This design comes from an exercise in tuning for small area on the open sky130 flow, not from production work. Function was checked by simulation only, so behaviour that the tests miss may differ from the original. No activity file was given, so power comes from the tool's default toggle rates.

==> flow/config.mk <==
export PLATFORM = sky130hd
export DESIGN_NAME = regfile_sb
export DESIGN_NICKNAME = regfile_sb
export VERILOG_FILES = /design/flow/design.v
export SDC_FILE = /design/flow/constraint.sdc
export NUM_CORES = 4
export LEC_CHECK = 0
export CAP_MARGIN = 20
export CORE_MARGIN = 2
export CORE_UTILIZATION = 40
export SLEW_MARGIN = 20
==> flow/constraint.sdc <==
create_clock -name core_clock -period 8.0 [get_ports {clk_i}]
set_input_delay 1.6000 -clock core_clock [delete_from_list [all_inputs] [get_ports {clk_i}]]
set_output_delay 1.6000 -clock core_clock [all_outputs]
set_load 0.01 [all_outputs]
==> flow/design.v <==
module regfile_sb #(
  parameter int XLEN     = 32,
  parameter int NREGS    = 32,
  parameter int NRD      = 2,
  parameter int ZERO_REG = 1,
  parameter int BYPASS   = 1,
  parameter int AW       = $clog2(NREGS)
) (
  input  logic                 clk_i,
  input  logic                 reset_i,
  input  logic                 wen_i,
  input  logic [AW-1:0]        rd_idx_i,
  input  logic [XLEN-1:0]      rd_data_i,
  input  logic                 reserve_i,
  input  logic [AW-1:0]        reserve_idx_i,
  input  logic                 flush_i,
  input  logic [NRD*AW-1:0]    rs_idx_i,
  output logic [NRD*XLEN-1:0]  rs_data_o,
  output logic [NRD-1:0]       rs_busy_o,
  output logic [NREGS-1:0]     busy_o
);
  localparam logic ZR_EN = (ZERO_REG != 0);
  localparam logic BP_EN = (BYPASS != 0);
  logic [XLEN-1:0]     regs_r [NREGS];
  logic [NREGS-1:0]    busy_r;
  logic [NREGS-1:0]    busy_nxt_s;
  logic                wr_ok_s;
  logic                res_ok_s;
  logic [AW-1:0]       ridx_s;
  logic                zero_hit_s;
  logic                byp_hit_s;
  logic [NRD*XLEN-1:0] rs_data_s;
  logic [NRD-1:0]      rs_busy_s;
  assign wr_ok_s  = wen_i && !(ZR_EN && (rd_idx_i == {AW{1'b0}}));
  assign res_ok_s = reserve_i && !(ZR_EN && (reserve_idx_i == {AW{1'b0}}));
  always_ff @(posedge clk_i or negedge reset_i) begin
    if (!reset_i) begin
      for (int i = 0; i < NREGS; i++) begin
        regs_r[i] <= {XLEN{1'b0}};
      end
    end else if (wr_ok_s) begin
      regs_r[rd_idx_i] <= rd_data_i;
    end
  end
  always_comb begin
    busy_nxt_s = busy_r;
    if (flush_i) begin
      busy_nxt_s = {NREGS{1'b0}};
    end else begin
      if (wr_ok_s) begin
        busy_nxt_s[rd_idx_i] = 1'b0;
      end else begin
        busy_nxt_s = busy_nxt_s;
      end
      if (res_ok_s) begin
        busy_nxt_s[reserve_idx_i] = 1'b1;
      end else begin
        busy_nxt_s = busy_nxt_s;
      end
    end
  end
  always_ff @(posedge clk_i or negedge reset_i) begin
    if (!reset_i) begin
      busy_r <= {NREGS{1'b0}};
    end else begin
      busy_r <= busy_nxt_s;
    end
  end
  always_comb begin
    rs_data_s  = {(NRD*XLEN){1'b0}};
    rs_busy_s  = {NRD{1'b0}};
    ridx_s     = {AW{1'b0}};
    zero_hit_s = 1'b0;
    byp_hit_s  = 1'b0;
    for (int k = 0; k < NRD; k++) begin
      ridx_s     = rs_idx_i[k*AW +: AW];
      zero_hit_s = ZR_EN && (ridx_s == {AW{1'b0}});
      byp_hit_s  = BP_EN && wr_ok_s && (rd_idx_i == ridx_s);
      if (!reset_i || zero_hit_s) begin
        rs_data_s[k*XLEN +: XLEN] = {XLEN{1'b0}};
        rs_busy_s[k]              = 1'b0;
      end else if (byp_hit_s) begin
        rs_data_s[k*XLEN +: XLEN] = rd_data_i;
        rs_busy_s[k]              = 1'b0;
      end else begin
        rs_data_s[k*XLEN +: XLEN] = regs_r[ridx_s];
        rs_busy_s[k]              = busy_r[ridx_s];
      end
    end
  end
  assign rs_data_o = rs_data_s;
  assign rs_busy_o = rs_busy_s;
  assign busy_o    = busy_r;
endmodule
==> flow/run.sh <==
#!/bin/bash
# synth_recipe.tcl (not shown) runs the flow's synth.tcl, then flattens the netlist and writes it again
# the make line also repeats each setting of config.mk as NAME=value (left out here)
make -C /OpenROAD-flow-scripts/flow DESIGN_CONFIG=/design/flow/config.mk WORK_HOME=/design/flow/orfs CLKGATE_MAP_FILE= SYNTH_SCRIPT=/design/flow/synth_recipe.tcl finish
==> impl.org <==
** Routing
- Aggregate routed wire length :: 277.2 mm
- Final ANT Viol Nets :: 0
- Drt initial violations :: 10,057
- Using the TritonRoute via totals, the vias-per-cell ratio works out to 7.453.
- For this run, design rule violations remaining after detail routing come to 0.
- For this block, the via count after detailed routing is 48,653.
- For this run, the detailed router's first-pass iteration total came to 8.
- Average wire per standard cell :: 42.46 µm

** Timing
- Post-layout worst setup margin :: 396.5 ps
- Relative max-transition margin :: 13.06%
- Clock Skews :: 0 ps
- Max Clk Rate :: 131.5 MHz
- The final hold violation count came to 0.
- Setup repair after global routing left no endpoint under its margin.
- Tightest Pin Transition :: 1304 ps
- Final number of max-transition violations :: 0
- Final setup vio count :: 0
- Minimum period implied by the final worst setup slack :: 7604 ps
- Final total negative setup slack :: 0 ps
- The worst path uses 95.04% of the clock period.

** Global routing
- Number of global-route vias before repair :: 46,413
- Largest net degree at the start of global routing :: 169
- Global-route wire length before repair :: 378.1 mm
- The initial antenna violation count is 23.
- Global routing used 39.78% of the available tracks.
- The total overflow left after global routing is 0.

** Pwr
- Combinational logic burns 14.4% of the power.
- Leakage power of the design :: 0.02669 µW
- Of the total power, registers draw 47.6%.
- Power comes to 15,030 µW.
- Power density of the placed cells :: 244.0 nW/µm²
- Of the total power, the clock network draws 38.0%.
- The internal power of the cells totals 10,600 µW.
- Fraction of power spent switching nets :: 29.48%
- For this design the total switching power over the nets is 4431 µW.
- The worst-case IR drop observed on VDD is 0.1939 mV.

** Logic synthesis
- The average instance in the mapped netlist occupies 11.63 µm².
- Compound-gate portion of the synthesized area :: 16.37%
- The Yosys step of the flow raised 2 warnings.
- Synthesis inferred 1,024 register bits.
- Arithmetic-cell share of the synthesized area counting full adders, half adders and majority gates :: 0.2354%
- Number of enable-type register cells in the synthesized netlist :: 0
- When the netlist entered floorplanning its net count stood at 4,637.
- Sorting the synthesized cells by how often they occur yields 1,024 x dfrtp_1, 983 x mux2_2, 724 x a22oi_1.
- In this run, distinct cell masters in the synthesized netlist total 77.
- dfrtp_1 is the most common cell in the netlist.
- Yosys top cell by area :: dfrtp_1
- Top FF cell, synth :: dfrtp_1
- The share of synthesized area in the top cell type comes to 48.21%.
- After Yosys synthesis, XOR and XNOR cells account for 0.2966% of the synthesized area.
- Synthesis produced a netlist whose cell count is 4,570.
- After synthesis, the share of cell area in mux cells is 22.35%.
- Sequential element share of the synthesized area :: 48.21%
- The cell area that synthesis handed to floorplanning was 53,150 µm².
- Of the total synthesized cell area, the portion taken by AND, OR, NAND and NOR gates is 8.246%.
- For this run, asynchronously set or reset flops after synthesis account for 100.0%.
- Biggest area contributors in the synthesized netlist :: dfrtp_1 48%, mux2_2 21%, a22oi_1 10%
- After synthesis, the largest family of logic cells by area is multiplexers.

** Final layout
- Counting the fill cells in the layout gives 11,921.
- Area added between synthesis and finish :: 15.88%
- Summing all multi-input logic gate instances after layout gives 25,820 µm².
- Of the cells placed in the final design, the portion with a size suffix greater than 1 is 33.89%.
- Number of nets in the finished design :: 4,722
- Register area :: 25,620 µm²

** Floorplanning
- # rows :: 133
- Initial core utilization :: 40.38%
- Core box area :: 131,600 µm²
- Boundary pin count :: 155
- The die covers 135,800 µm².
- Die extent in x :: 368.5 µm
- Measured along the y axis, the die boundary spans 368.5 µm.

** Hold path
- The path class of the tightest hold or removal check is reg -> reg.

** Clock tree
- Cts bufs inserted :: 112
- Clock transition at path regs :: 60 ps
- TritonCTS built the clock tree.
- The clock reaches the later pin of the worst-skew pair after 730 ps.
- In this run, post-CTS hold repair placed 0 buffers.
- Number of gates resized after cts :: 0
- CTS saw 1,024 sinks.
- Buffer count from post-CTS setup fixing :: 0
- Deepest level of the CTS H-tree :: 3
- In this run the clock root is driven by a clkbuf_16.
- CTS max path bufs :: 3

** Placed design
- At the placement stage, the worst setup path has a slack of 650.9 ps.
- Routability cong. :: 0.9884
- Port buffering added 154 buffers.
- Placed wire-length estimate :: 168.9 mm

** Worst setup path
- Data arrival at the endpoint of the critical path :: 6000 ps
- The setup path with the least slack is of type in -> out.
- Data on the critical path is required at its endpoint by 6400 ps.
- Endpoint type of the worst setup path :: output pin
- STA classifies the critical path startpoint as an input pin.
- Of all nets on the critical path, the largest fanout is 8.

** Status
- Outcome :: no timing/DRC/antenna violations

** Run
- Max-cap violations in this run came to 0.
==> cells by family (layout without fill, tap and decap cells) <==
group / Yosys count / count (layout)
XOR/XNOR: 18 / 18
buffers and inverters: 469 / 649
other: 0 / 23
AND/OR/NAND/NOR: 824 / 824
flip-flops: 1024 / 1024
multiplexers: 1037 / 1037
AO/OA/AOI/OAI: 1188 / 1188
adder cells (fa/ha/maj): 10 / 10
==> cell type report <==
cell class	count	share of cell area, %
multi-input combinational	3077	41.92
sequential	1024	41.61
clock buffer	154	5.298
clock inverter	55	1.168
timing repair buffer	424	6.253
inverter	16	0.09752
antenna	23	0.09345
tap	1755	3.565
==> worst max-delay path, stage by stage <==
cell	delay (ps)
clkdlybuf4s50_1	500
buf_4	190
inv_1	70
ha_1	290
nor2b_1	210
nor2b_1	170
ha_1	200
nor2b_1	160
nand2_1	140
nor2_1	550
a21oi_1	440
and3_1	330
a21oi_1	480
clkdlybuf4s50_1	650
==> metrics by stage <==
step	utilization [%]	instance area, µm²	hold WS (ps)	cells
floorplan	-	53150	479.4	4570
global placement	43.57	57360	488.9	6288
detailed placement	43.67	57480	501.8	6293
CTS	46.69	61460	519.0	6502
global route	46.75	61540	536.2	6507
finish	46.79	61590	530.9	6528
==> worst paths after layout <==
path                       cells after the start  slack [ps]        endpoint           start
max                                           14         400   rs_data_o[14]     rd_idx_i[0]
min                                            1         530  regs_r[16][19]  regs_r[16][19]
max reg2reg                                    2        7100      busy_r[28]      busy_r[28]
min reg2reg                                    1         530  regs_r[16][19]  regs_r[16][19]
max in group asynchronous                      5        3370    regs_r[2][5]         reset_i
min in group asynchronous                      1         780  regs_r[20][29]         reset_i
==> flip-flops by register name (all words and copies together), names as in the netlist <==
| signal | cells |
|---|---|
| busy_r | 32 |
| regs_r | 992 |
==> power by group through the flow <==
stage          Clock [µW]  Sequential, µW  Combinational [µW]
3_5_place_dp            0            7150                2090
2_1_floorplan           0            6780                1380
4_1_cts              5690            7070                2100
5_1_grt              5910            7210                2270
3_3_place_gp            0            7130                2040
6_report             5710            7160                2160
==> layout by cell type (no fill, tap or decap), types with 8 or more instances in the layout <==
cell type        synthesis  layout
nand2b_1                15      15
inv_1                   16      16
nand2_2                  0      13
ha_1                    10      10
nand3_1                 82      71
mux2_1                  13      13
clkdlybuf4s50_1          0     140
clkbuf_8                 0      26
buf_4                   49     245
mux2i_1                 21      21
a22o_1                  82      82
clkbuf_16                0     114
nor2_4                  13      64
nand2_1                245     230
mux4_2                  20      20
xor2_1                   8       8
and4_1                  10      10
a22oi_1                724     724
xnor2_1                 10      10
o21ai_0                105     105
and3_1                  80      80
nor4_1                  52      52
buf_12                   0      18
mux2_2                 983     983
nor2_1                  89      49
a2111oi_0               16      16
nand4_1                107     107
nor2b_1                 17      16
clkinv_2                 0      29
bufinv_16                0      16
buf_2                  203      12
a31oi_1                 27      27
a32oi_1                 18      18
a21oi_1                 95      95
diode_2                  0      23
nor3_1                  44      43
nand3_4                  0       9
dfrtp_1               1024    1024
a221oi_1                58      58
clkbuf_1               157      14
==> routing by layer <==
metal | routed length [µm] | up-vias | GRT usage, %
met2 | 109200 | 5088 | 53.87
met5 | 310 | - | 0.7479
met4 | 24000 | 22 | 27.17
li1 | - | 17767 | -
met3 | 44620 | 1577 | 17.97
met1 | 99120 | 24199 | 50.23

[static timing again, ports no longer ideal]
In the flow no input, the clock included, has a driving cell. The finished layout below was timed again as built, in two steps. Step 1, drivers: a clkbuf_16 drives clk_i and a buf_2 each remaining input, both assumed. Step 2 moves the port delays by t, midway between the first and last clock arrival at a register: inputs arrive t later, outputs are due t later. That takes back most of the time a late clock gives input paths. Slacks: ideal / step 1 / step 2; pairs: ideal / step 1.
t, ns: 0.809
slack for setup (ns): 0.396 / 0.369 / 0.369
hold WS [ns]: 0.531 / 0.531 / 0.531
pins driven straight from the clock port: 1
After both steps this run still meets setup and hold. The setup slack of this run moves by -0.027 ns with the drivers and by -0.027 ns with both steps.
